Context: an optimization exercise on an open-source flow, tuned for small area and a short achievable clock period. The choices shown serve that exercise and are no tape-out recipe. Only simulation tests tie the RTL to the original design; equivalence was not proved. Power figures rest on the tool's default switching activity, not on a simulated workload.

`flow/run.sh`:
```
#!/bin/bash
# synth_recipe.tcl (not shown) runs the flow's synth.tcl, then flattens the netlist and writes it again
# the make line also repeats each setting of config.mk as NAME=value (left out here)
make -C /OpenROAD-flow-scripts/flow DESIGN_CONFIG=/design/flow/config.mk WORK_HOME=/design/flow/orfs CLKGATE_MAP_FILE= SYNTH_SCRIPT=/design/flow/synth_recipe.tcl finish
```
`flow/config.mk`:
```
export PLATFORM = sky130hd
export DESIGN_NAME = mmio_event_queue
export DESIGN_NICKNAME = mmio_event_queue
export VERILOG_FILES = /design/flow/design.v
export SDC_FILE = /design/flow/constraint.sdc
export NUM_CORES = 4
export LEC_CHECK = 0
export CAP_MARGIN = 20
export CORE_MARGIN = 2
export CORE_UTILIZATION = 40
export SLEW_MARGIN = 20
```
`flow/constraint.sdc`:
```
create_clock -name core_clock -period 5.0 [get_ports {clk}]
set_input_delay 1.0000 -clock core_clock [delete_from_list [all_inputs] [get_ports {clk}]]
set_output_delay 1.0000 -clock core_clock [all_outputs]
set_load 0.01 [all_outputs]
```
`flow/design.v`:
```
package MMIOStruct;
  localparam int unsigned MMIO_W       = 101;
  localparam int unsigned MMIO_STORE   = 100;
  localparam int unsigned MMIO_SRC_NUM = 3;
  localparam logic [MMIO_W-1:0] MMIO_IDLE = '0;
endpackage
module mmio_push_compact (
  input  logic [MMIOStruct::MMIO_W-1:0]                              timer_i,
  input  logic [MMIOStruct::MMIO_W-1:0]                              disp_i,
  input  logic [MMIOStruct::MMIO_W-1:0]                              uart_i,
  output logic [MMIOStruct::MMIO_SRC_NUM-1:0][MMIOStruct::MMIO_W-1:0] packs_o,
  output logic [1:0]                                                 n_o
);
  logic [MMIOStruct::MMIO_SRC_NUM-1:0][MMIOStruct::MMIO_W-1:0] src;
  logic [1:0]                                                 slot;
  assign src = {uart_i, disp_i, timer_i};
  always_comb begin
    packs_o = {MMIOStruct::MMIO_SRC_NUM{MMIOStruct::MMIO_IDLE}};
    slot    = '0;
    for (int unsigned s = 0; s < MMIOStruct::MMIO_SRC_NUM; s++) begin
      if (src[s][MMIOStruct::MMIO_STORE]) begin
        packs_o[slot] = src[s];
        slot          = slot + 2'd1;
      end
    end
    n_o = slot;
  end
endmodule
module mmio_event_queue
#(
  parameter int unsigned DEPTH = 8,
  parameter int unsigned CNT_W = $clog2(DEPTH + 1)
) (
  input  logic             clk,
  input  logic             rstn,
  input  logic [MMIOStruct::MMIO_W-1:0]          timer_mmio,
  input  logic [MMIOStruct::MMIO_W-1:0]          disp_mmio,
  input  logic [MMIOStruct::MMIO_W-1:0]          uart_mmio,
  input  logic             cosim_ready,
  output logic [MMIOStruct::MMIO_W-1:0]          cosim_mmio,
  output logic [CNT_W-1:0] count,
  output logic             overflow
);
  localparam int unsigned PTR_W = $clog2(DEPTH);
  logic [MMIOStruct::MMIO_SRC_NUM-1:0][MMIOStruct::MMIO_W-1:0] packs;
  logic    [1:0]              n;
  logic    [1:0]              acc;
  logic    [CNT_W:0]          free;
  logic                       pop;
  logic [MMIOStruct::MMIO_W-1:0] mem [DEPTH];
  logic [PTR_W-1:0] rd_ptr_q, rd_ptr_d;
  logic [PTR_W-1:0] wr_ptr_q, wr_ptr_d;
  logic [CNT_W-1:0] count_q, count_d;
  logic             overflow_q, overflow_d;
  mmio_push_compact u_compact (
    .timer_i (timer_mmio),
    .disp_i  (disp_mmio),
    .uart_i  (uart_mmio),
    .packs_o (packs),
    .n_o     (n)
  );
  always_comb begin
    pop  = (count_q != '0) && cosim_ready;
    free = (CNT_W+1)'(DEPTH) - {1'b0, count_q} + {{CNT_W{1'b0}}, pop};
    if ({{(CNT_W-1){1'b0}}, n} <= free) acc = n;
    else                                acc = free[1:0];
    rd_ptr_d   = rd_ptr_q + PTR_W'(pop);
    wr_ptr_d   = wr_ptr_q + PTR_W'(acc);
    count_d    = count_q + CNT_W'(acc) - CNT_W'(pop);
    overflow_d = overflow_q | (n != acc);
  end
  always_ff @(posedge clk) begin
    if (!rstn) begin
      rd_ptr_q   <= '0;
      wr_ptr_q   <= '0;
      count_q    <= '0;
      overflow_q <= 1'b0;
    end else begin
      rd_ptr_q   <= rd_ptr_d;
      wr_ptr_q   <= wr_ptr_d;
      count_q    <= count_d;
      overflow_q <= overflow_d;
    end
  end
  always_ff @(posedge clk) begin
    if (rstn) begin
      for (int unsigned i = 0; i < MMIOStruct::MMIO_SRC_NUM; i++) begin
        if (i < 32'(acc)) mem[wr_ptr_q + PTR_W'(i)] <= packs[i];
      end
    end
  end
  always_comb begin
    cosim_mmio = MMIOStruct::MMIO_IDLE;
    if (count_q != '0) begin
      cosim_mmio       = mem[rd_ptr_q];
      cosim_mmio[MMIOStruct::MMIO_STORE] = 1'b1;
    end
  end
  assign count    = count_q;
  assign overflow = overflow_q;
endmodule
```
==> summary.txt, run 1 <==
The run finished with no timing, DRC or antenna violations. By count the netlist is led by edfxtp_1 (800), o21ai_0 (733), nor2_1 (516). The synthesized netlist contains 52 unique library cells. Setup repair after global routing left no endpoint under its margin. For this run, the detailed router's first-pass iteration total came to 6. The number of global-route vias before repair came out at 42,651. The clock reaches the later pin of the worst-skew pair after 680 ps. TritonCTS created 94 clock buffers.

After the last flow step, the layout net total stands at 5,288. Yosys instantiated no cell more often than edfxtp_1. Buffers placed on the I/O ports in this run total 411. The number of instances in the synthesized netlist is 4,800. The signal arrival time at the worst endpoint came out at 3450 ps.

The pin count of the biggest net entering global routing came out at 163. The area share of the largest cell type after synthesis came out at 47.44%. The overall fraction of global-route tracks in use is 29.83%. The fraction of layout cells with a size suffix above 1 came out at 10.99%. The number of maximum-capacitance constraint violations is 0. The synthesized design contains 811 register bits. The post-detailed-placement half-perimeter wirelength is 117,700 um.

The number of max-slew violations in the final report is 0. By area the synthesized netlist is led by edfxtp_1 (47%), mux2i_1 (10%), mux4_2 (8.9%). The weighted congestion at the end of routability-driven global placement came out at 0.8759. The number of clock sinks came out at 811. The netlist area before placement is 0.05063 mm2. The switching fraction of total power came out at 36.38%. The leakage dissipation is 18.08 nW. The worst min-delay path category is flip-flop to flip-flop. The placeable core region is 0.1256 mm2. The analysis attributes to net switching a power of 10.49 mW. The wire length of the first global-routing pass is 291,600 um. Summed over all instances, the cell type with the most area after synthesis is edfxtp_1.

The overall die height is 359.8 um. The timing-limited maximum frequency came out at 224.7 MHz. The actual transition at the worst max-transition pin is 1193 ps. The TritonCTS clock tree is yes. The worst reg2reg path endpoint is mem[0][80]$_DFFE_PP_. The maximum net fanout on the critical path came out at 43.

The master cell of the clock root buffer is clkbuf_16. In this run the most critical hold path is launched from overflow_q$_SDFF_PN0_. The finished layout holds 6,683 standard cells, fillers aside.

The worst reg-to-reg path cell count is 15. For this run, the number of Yosys warnings is 2. The area added between synthesis and finish is 19.16%. After detailed routing, the number of remaining DRC violations is 0. The worst-case IR drop observed on VDD is 0.4094 mV. The share of flip-flops with an asynchronous set or reset came out at 0%.

The most used flip-flop cell after synthesis is edfxtp_1. The cell count after placement is 6,518. The number of hold violations in the final report is 0. The critical path endpoint category is an output port. The count of nets left with antenna violations after detail routing is 0. The part of the power in registers is 34.6%. The total die area is 0.1294 mm2.

In this run, post-CTS repair resized a total of 0 instances. The clock share of power is 22.9%. The number of buffers added to fix hold violations after cts is 0. In this run the number of H-tree levels came out at 3.

The critical path starts at rd_ptr_q[0]$_SDFF_PN0_. Power comes to 28.83 mW. The average detailed-routed wire length per instance came out at 29.73 um. No sink is reached through more buffers than the 3 on the longest clock path. The total wire length after detailed routing came out at 198,700 um.

The worst setup path is launched from a flip-flop. The number of endpoints failing setup at the final stage came out at 0. The post-synth net total came out at 5,124.

The kind of critical path is flip-flop to output port. The buffers inserted during post-CTS setup optimization came out at 0. The shortest period the worst path allows is 4451 ps. The data required time of the worst path came out at 4000 ps. Power spread over the standard cell area amounts to 477.8 mW/mm2. The share of the Yosys chip area taken by registers is 47.88%. The worst setup slack for register-to-register paths came out at 790 ps. The aggregate global routing overflow came out at 0. In this run the critical register-to-register path is launched from count_q[2]$_SDFF_PN0_. The worst slew margin relative to its limit came out at 20.28%. The post-route fraction of the period consumed by the critical path is 89.02%.

The violation count after the first detailed-route iteration is 6,512. The number of antenna cells inserted is 0. Detailed routing inserted a total of 44,100 vias. Pin placement for this block handled 412 I/O pins. On the final layout, the worst clock skew is 15.91 ps. Using the TritonRoute via totals, the vias-per-cell ratio works out to 6.599. The critical path endpoint is cosim_mmio[85]. The share of power burned in combinational logic is 42.4%.

The average size of a mapped cell is 10.55 um2. Fill cells in the final layout number 11,235. Clock-pin slew was measured on the worst setup and hold paths at 60 ps. The number of enable-type register cells in the synthesized netlist came out at 800. The number of cell rows is 130. The initial antenna violation count is 3. The initial utilization of the core area, before any placement, comes to 40.32%. The internal cell power is 18.34 mW.

The horizontal extent of the die came out at 359.8 um.
-- cell type report --
type	count	area, um2	share of cell area, %
clock inverter	49	371.6	0.6159
clock buffer	116	2456	4.071
sequential	811	24260	40.20
inverter	16	67.56	0.1120
tap	1650	2064	3.422
multi-input combinational	3460	24490	40.59
timing repair buffer	581	6626	10.98
-- critical path, cell delays in order, from the launching register on --
cell             delay [ps]
dfxtp_4                 460
buf_12                  350
buf_4                   410
mux4_2                  590
mux2i_1                 270
nor2_1                   80
clkdlybuf4s50_1         520
-- layout by cell type, fill, tap and decap left out, types with 5 or more instances in the layout --
master           instances
a21oi_1                104
a221oi_1                99
a22o_1                 100
and2_1                  10
buf_12                  99
buf_4                   72
bufinv_16                5
clkbuf_1                21
clkbuf_16               95
clkdlybuf4s50_1        410
clkinv_1                22
clkinv_2                14
dfxtp_1                  6
edfxtp_1               800
ha_1                    11
inv_1                    9
inv_6                    6
mux2i_1                500
mux2i_4                 16
mux4_2                 200
nand2_1                215
nand3_1                417
nor2_1                 514
o21ai_0                730
o21ai_1                 73
o22ai_1                400
xor2_1                   5
-- metal layers --
layer	GRT usage (%)	routed length [um]	vias to the layer above
li1	-	-	19026
met1	41.99	80480	21680
met2	45.47	88750	2949
met3	5.714	21990	443
met4	11.52	7462	2
met5	0	13	-
-- cells by family after synthesis --
| family | count (synthesis) | share of synthesized area, % |
|---|---|---|
| simple gates | 1186 | 10.02 |
| buf+inv | 529 | 4.480 |
| flops | 811 | 47.88 |
| mux | 720 | 19.28 |
| compound gates | 1526 | 17.69 |
| xor+xnor | 10 | 0.1730 |
| fa+ha+maj | 18 | 0.4744 |
-- power groups by stage --
stage          clock, mW  combinational [mW]  sequential (mW)
2_1_floorplan          0                6.86             10.1
3_3_place_gp           0                12.0             10.1
3_5_place_dp           0                12.1             10.1
4_1_cts             6.64                12.2             9.99
5_1_grt             6.89                13.0             10.1
6_report            6.61                12.2             9.99
-- flip-flops by register name, indices dropped and copies added (netlist names) --
register and count:
count_q 4, mem 800, rd_ptr_q 3, overflow_q 1
wr_ptr_q 3
-- through the flow --
step	area [um2]	hold WS, ps	setup slack [ps]	setup TNS [ps]	util, %
finish	60340	474.0	549.1	0	48.05
detailed placement	57510	462.5	225.2	0	45.80
global route	60340	511.1	412.4	0	48.05
floorplan	50820	509.1	-2949	-1319240	-
CTS	60340	475.9	459.6	0	48.05
global placement	57510	456.2	201.8	0	45.80
-- worst min path at each step --
stage	end	slack, ps	cells past startpoint
2_1_floorplan	overflow_q$_SDFF_PN0_	510	1
3_3_place_gp	overflow_q$_SDFF_PN0_	460	1
3_5_place_dp	overflow_q$_SDFF_PN0_	460	1
4_1_cts	overflow_q$_SDFF_PN0_	480	1
5_1_grt	overflow_q$_SDFF_PN0_	510	1
6_report	overflow_q$_SDFF_PN0_	470	1
==> run 2: changes to the inputs <==
==> flow/design.v (replaced) <==
package MMIOStruct;
  localparam int unsigned MMIO_W       = 101;
  localparam int unsigned MMIO_STORE   = 100;
  localparam int unsigned MMIO_SRC_NUM = 3;
  localparam logic [MMIO_W-1:0] MMIO_IDLE = '0;
endpackage
module mmio_push_compact #(
  parameter int unsigned DEPTH = 8
) (
  input  logic [DEPTH:0]   base_oh_i,   
  input  logic             t_st_i,
  input  logic             d_st_i,
  input  logic             u_st_i,
  output logic [DEPTH-1:0] sel_t_o,
  output logic [DEPTH-1:0] sel_d_o,
  output logic [DEPTH-1:0] sel_u_o
);
  always_comb begin
    for (int unsigned i = 0; i < DEPTH; i++) begin
      sel_t_o[i] = t_st_i & base_oh_i[i];
      sel_d_o[i] = d_st_i & (t_st_i ? ((i >= 1) ? base_oh_i[i-1] : 1'b0) : base_oh_i[i]);
      case ({t_st_i, d_st_i})
        2'b00:         sel_u_o[i] = u_st_i & base_oh_i[i];
        2'b01, 2'b10:  sel_u_o[i] = u_st_i & ((i >= 1) ? base_oh_i[i-1] : 1'b0);
        default:       sel_u_o[i] = u_st_i & ((i >= 2) ? base_oh_i[i-2] : 1'b0);
      endcase
    end
  end
endmodule
module mmio_event_queue
#(
  parameter int unsigned DEPTH = 8,
  parameter int unsigned CNT_W = $clog2(DEPTH + 1)
) (
  input  logic             clk,
  input  logic             rstn,
  input  logic [MMIOStruct::MMIO_W-1:0]          timer_mmio,
  input  logic [MMIOStruct::MMIO_W-1:0]          disp_mmio,
  input  logic [MMIOStruct::MMIO_W-1:0]          uart_mmio,
  input  logic             cosim_ready,
  output logic [MMIOStruct::MMIO_W-1:0]          cosim_mmio,
  output logic [CNT_W-1:0] count,
  output logic             overflow
);
  localparam int unsigned DW = MMIOStruct::MMIO_STORE;   
  logic [DW-1:0]    mem_q [DEPTH];
  logic [DW-1:0]    mem_d [DEPTH];
  logic [CNT_W-1:0] count_q, count_d;
  logic             valid_q;
  logic             overflow_q, overflow_d;
  logic             t_st, d_st, u_st, pop;
  logic [DEPTH:0]   cnt_oh;
  logic [DEPTH:0]   base_oh;
  logic [DEPTH-1:0] sel_t, sel_d, sel_u, sel_hold, sel_shift;
  logic [CNT_W+1:0] total;
  assign t_st = timer_mmio[MMIOStruct::MMIO_STORE];
  assign d_st = disp_mmio[MMIOStruct::MMIO_STORE];
  assign u_st = uart_mmio[MMIOStruct::MMIO_STORE];
  assign pop  = valid_q & cosim_ready;
  always_comb begin
    for (int unsigned k = 0; k <= DEPTH; k++) cnt_oh[k] = (count_q == CNT_W'(k));
    for (int unsigned k = 0; k <= DEPTH; k++)
      base_oh[k] = pop ? ((k < DEPTH) ? cnt_oh[k+1] : 1'b0) : cnt_oh[k];
  end
  mmio_push_compact #(.DEPTH(DEPTH)) u_compact (
    .base_oh_i (base_oh),
    .t_st_i    (t_st),
    .d_st_i    (d_st),
    .u_st_i    (u_st),
    .sel_t_o   (sel_t),
    .sel_d_o   (sel_d),
    .sel_u_o   (sel_u)
  );
  always_comb begin
    for (int unsigned i = 0; i < DEPTH; i++) begin
      sel_hold[i]  = !pop && (32'(count_q) > i);
      sel_shift[i] =  pop && (32'(count_q) > i + 1);
    end
    for (int unsigned i = 0; i < DEPTH; i++) begin
      mem_d[i] = ({DW{sel_hold[i]}} & mem_q[i])
               | ({DW{sel_t[i]}}    & timer_mmio[DW-1:0])
               | ({DW{sel_d[i]}}    & disp_mmio[DW-1:0])
               | ({DW{sel_u[i]}}    & uart_mmio[DW-1:0]);
      if (i + 1 < DEPTH)
        mem_d[i] = mem_d[i] | ({DW{sel_shift[i]}} & mem_q[i+1]);
    end
    total      = (CNT_W+2)'(count_q) - (CNT_W+2)'(pop)
               + (CNT_W+2)'(t_st) + (CNT_W+2)'(d_st) + (CNT_W+2)'(u_st);
    count_d    = (total > (CNT_W+2)'(DEPTH)) ? CNT_W'(DEPTH) : CNT_W'(total);
    overflow_d = overflow_q | (total > (CNT_W+2)'(DEPTH));
  end
  always_ff @(posedge clk) begin
    if (!rstn) begin
      count_q    <= '0;
      valid_q    <= 1'b0;
      overflow_q <= 1'b0;
      mem_q[0]   <= '0;
    end else begin
      count_q    <= count_d;
      valid_q    <= (count_d != '0);
      overflow_q <= overflow_d;
      mem_q[0]   <= mem_d[0];
    end
  end
  always_ff @(posedge clk) begin
    for (int unsigned i = 1; i < DEPTH; i++) mem_q[i] <= mem_d[i];
  end
  assign cosim_mmio = {valid_q, mem_q[0]};
  assign count      = count_q;
  assign overflow   = overflow_q;
endmodule
==> run 2 against run 1 <==
Critical path depth rose by 1. Wire length fell by 6.7%. Final cell count fell by 13%. Die area fell by 24%. First-iteration DRC count rose by 1.9%. Power fell by 15%. Core utilization rose by 1.0 points. Global-route usage rose by 6.0 points. Largest cell class unchanged.
==> summary.txt, run 2 <==
mem_q holds more flip-flops than any other register. The number of hold violations in the final report came out at 0 (unchanged). The average size of a mapped cell is 8.928 um2 (-15%). The clock latency on the worst-skew pair came to 690 ps (about the same). The TritonCTS clock tree is yes. The weighted congestion at the end of routability-driven global placement is 0.8544 (-2.5%).

The largest registers in the layout are mem_q: 800 flops, count_q: 4 flops. The leakage dissipation came out at 17.37 nW (-3.9%). The number of enable-type register cells in the synthesized netlist is 0 (-100%). The initial standard-cell utilization of the core is 40.43% (+0.11 points). The library cell used most frequently in the layout, excluding fill and tap cells, is dfxtp_1. The register area share after synthesis came out at 41.88% (-6.0 points). The post-route fraction of the period consumed by the critical path came to 74.56% (-14 points).

The flip-flop and latch count after synthesis came out at 806 (-0.62%). The post-layout utilization of the core is 49.09% (+1.0 points). The post-synth net total came out at 4,629 (-9.7%). The most repeated cell in the gate-level netlist after synthesis is dfxtp_1. The net total in the final layout is 4,775 (-9.7%). The area share of the largest cell type after synthesis is 41.88% (-5.6 points). The area added between synthesis and finish is 21.42%. The yosys synthesis warning count is 4 (+2). The share of flip-flops with an asynchronous set or reset came out at 0% (unchanged).

The timing-limited maximum frequency is 268.2 MHz (+19%). The setup skew after layout came out at 19.47 ps (+3.566 ps). The horizontal extent of the die is 314.4 um (-13%).

The count of port buffers added during placement came to 411 (unchanged). The worst slew margin relative to its limit is 17.17% (-3.1 points). Leaving out fill and tap cells, the most frequent cells in the layout are dfxtp_1 (806), a22oi_1 (440), clkdlybuf4s50_1 (409), o21ai_0 (388), nand2_1 (374). The data required time of the worst path came out at 5560 ps (+1560 ps). The number of buffers added to fix hold violations after cts came to 0 (unchanged).

The power after layout is 24.47 mW (-15%). The count of instances resized after the clock tree is built is 0 (unchanged). The worst setup path is launched from a primary input. The most used flip-flop cell after synthesis is dfxtp_1. The number of instances in the synthesized netlist came out at 4,316 (-10%).

The number of clock sinks came to 806 (-0.62%). The final standard cell area without fillers came to 0.04678 mm2 (-22%). The number of endpoints failing setup at the final stage is 0 (unchanged).

The most critical setup path has its startpoint at cosim_ready. The total CTS buffers is 92 (-2.1%). The startpoint identified for the worst register-to-register timing path is count_q[2]$_SDFF_PN0_. The total die area was 0.09883 mm2 (-24%). The critical path is of the primary input to flip-flop type.

Clock tree synthesis selected as its root buffer the cell clkbuf_16. The total wire length after detailed routing is 185,400 um (-6.7%). The largest vdd supply drop came to 0.4116 mV (+0.55%). The maximum net fanout on the critical path is 41 (-4.7%). Setup repair after global routing left no endpoint under its margin.

The signal arrival time at the worst endpoint is 4280 ps (+830 ps). The pin count of the biggest net entering global routing is 101 (-38%). The shortest period the worst path allows came out at 3728 ps (-722.7 ps).

The critical path endpoint category is a flip-flop. The average detailed-routed wire length per instance came out at 31.90 um (+7.3%). The aggregate global routing overflow was 0 (unchanged). The overall die height came out at 314.4 um (-13%).

The count of nets left with antenna violations after detail routing is 0 (unchanged). The setup TNS after final layout came out at 0 ps (unchanged). The netlist area before placement came out at 0.03853 mm2 (-24%). The overall fraction of global-route tracks in use was 35.85% (+6.0 points).

The hold slack came out at 495.1 ps (+21.07 ps). The post-detailed-placement half-perimeter wirelength is 100,500 um (-15%). The power per cell area came to 523.1 mW/mm2 (+9.5%). The worst hold path begins at mem_q[7][64]$_DFF_P_. The number of global-route vias before repair came to 40,470 (-5.1%). The number of flip-flops in the largest register came out at 800 (unchanged). The run finished with no timing, DRC or antenna violations.

The number of cell rows came out at 113 (-13%). The via density per instance is 7.204 (+9.2%). The placeable core region is 0.09529 mm2 (-24%). The number of buffers on the longest clock path is 3 (unchanged). By area the synthesized netlist is led by dfxtp_1 (42%), a22oi_1 (8.6%), a221o_1 (5.9%).

The wire length of the first global-routing pass is 269,000 um (-7.7%). The initial antenna violation count came out at 19 (+16). By count the netlist is led by dfxtp_1 (806), a22oi_1 (440), o21ai_0 (388).

The worst hold path belongs to the class flip-flop to flip-flop. The number of standard cells in the final layout excluding fillers came out at 5,812 (-13%). The cell count after placement was 5,633 (-14%). The clock input transition at the sequential cells of the worst setup and hold paths was 60 ps (about the same). The fraction of layout cells with a size suffix above 1 was 6.973% (-4.0 points). The number of distinct library cells after synthesis was 66 (+27%). The buffers inserted during post-CTS setup optimization came out at 0 (unchanged).

The number of maximum-capacitance constraint violations is 0 (unchanged). The post-route worst setup slack was 1272 ps (+722.7 ps). The violation count after the first detailed-route iteration is 6,638 (+1.9%). The actual transition at the worst max-transition pin is 1242 ps (+49.46 ps). The total via count after detailed routing is 41,870 (-5.1%). The worst setup slack before clock tree synthesis is 650.4 ps (+425.2 ps). The first-pass iteration count of the detailed router is 9 (+3). The number of max-slew violations in the final report came out at 0 (unchanged). The largest total area in the synthesized netlist belongs to dfxtp_1. The number of design rule violations left after detail routing came out at 0 (unchanged).

The H-tree depth reported by CTS is 3 (unchanged). The I/O pin total is 412 (unchanged). The area after detailed placement came out at 0.04368 mm2 (-24%).
==> run 2: cell count changes in the layout (fill, tap and decap cells not counted), sizes merged, moves of 398 or more <==
cell,change
mux2i,-516
a22oi,+440
o22ai,-398
o21ai,-415
nand3,-413
dfxtp,+795
edfxtp,-800
==> run 2: metal layers <==
metal | part of all wire (%) | track usage, % | vias to the layer above
li1 | - | - | 17596
met1 | 39 | 47.62 | 20425
met5 | 0.086 | 0 | -
met2 | 44 | 55.37 | 3225
met3 | 13 | 8.175 | 612
met4 | 4.5 | 16.30 | 12
==> run 2: where the power goes <==
group          total, mW  internal [mW]  leakage (nW)  switching, mW
Clock               7.01           4.11          1.52           2.90
Combinational       8.46           2.81          9.28           5.65
Sequential          9.01           7.99          6.57           1.02
Total               24.5           14.9          17.4           9.58
==> run 2: final timing paths <==
path / to / slack [ps] / cells past startpoint
min: mem_q[6][64]$_DFF_P_ / 500 / 2
min reg2reg: mem_q[6][64]$_DFF_P_ / 500 / 2
max: mem_q[3][95]$_DFF_P_ / 1270 / 7
max reg2reg: mem_q[4][93]$_DFF_P_ / 1350 / 6
==> run 2: kinds of logic (layout without fill, tap and decap cells) <==
family | after synthesis | in the layout | synth area share [%]
XOR/XNOR | 4 | 4 | 0.09094
flip-flops | 806 | 806 | 41.88
other | 0 | 15 | 0
buffers and inverters | 566 | 782 | 6.225
AND/OR/NAND/NOR | 844 | 844 | 8.862
adder cells (fa/ha/maj) | 7 | 7 | 0.2663
AO/OA/AOI/OAI | 2089 | 2089 | 42.68
==> run 2: worst max-delay path: stages <==
cell and delay (ps):
clkdlybuf4s50_1 640, and2_1 510, o21ai_1 430, nand2_4 190, o221a_4 810, buf_4 540
o211ai_2 120
==> run 2: area by class of cell <==
| cell class | instances | area [um2] |
|---|---|---|
| fill | 9085 | 48510 |
| multi-input combinational | 2944 | 20370 |
| sequential | 806 | 16140 |
| timing repair buffer | 509 | 5176 |
| clock buffer | 139 | 2761 |
| tap | 1265 | 1583 |
| inverter | 109 | 414.1 |
| clock inverter | 25 | 305.3 |
| antenna | 15 | 37.54 |

## afterwards: timing with drivers on the ports
In the flow no input, the clock included, has a driving cell. The finished layouts below were timed again as built, in two steps.
Step 1 sets driving cells, clkbuf_16 on the clock port and buf_2 on the other inputs (assumed; they add their load-dependent delay and slew).
Step 2, shift: input delay + t, output delay - t, t = (earliest + latest rising clock arrival at the registers) / 2. This alone moves slack from input paths to output paths.
a / b / c = ideal / step 1 / step 2; a / b = the first two.
run | t, ns | setup WS [ns] | worst hold slack (ns) | slew at the worst register clock pin (ns) | pins driven straight from the clock port
run 1 | 0.742 | 0.549 / 0.475 / 0.077 | 0.474 / 0.474 / 0.474 | 0.06 / 0.06 | 1
run 2 | 0.764 | 1.272 / 1.202 / 0.439 | 0.495 / 0.495 / 0.495 | 0.06 / 0.06 | 1
After both steps every run listed still meets setup and hold. For run 2, which loses most, drivers alone change the setup slack by -0.070 ns; drivers and shift together by -0.833 ns.
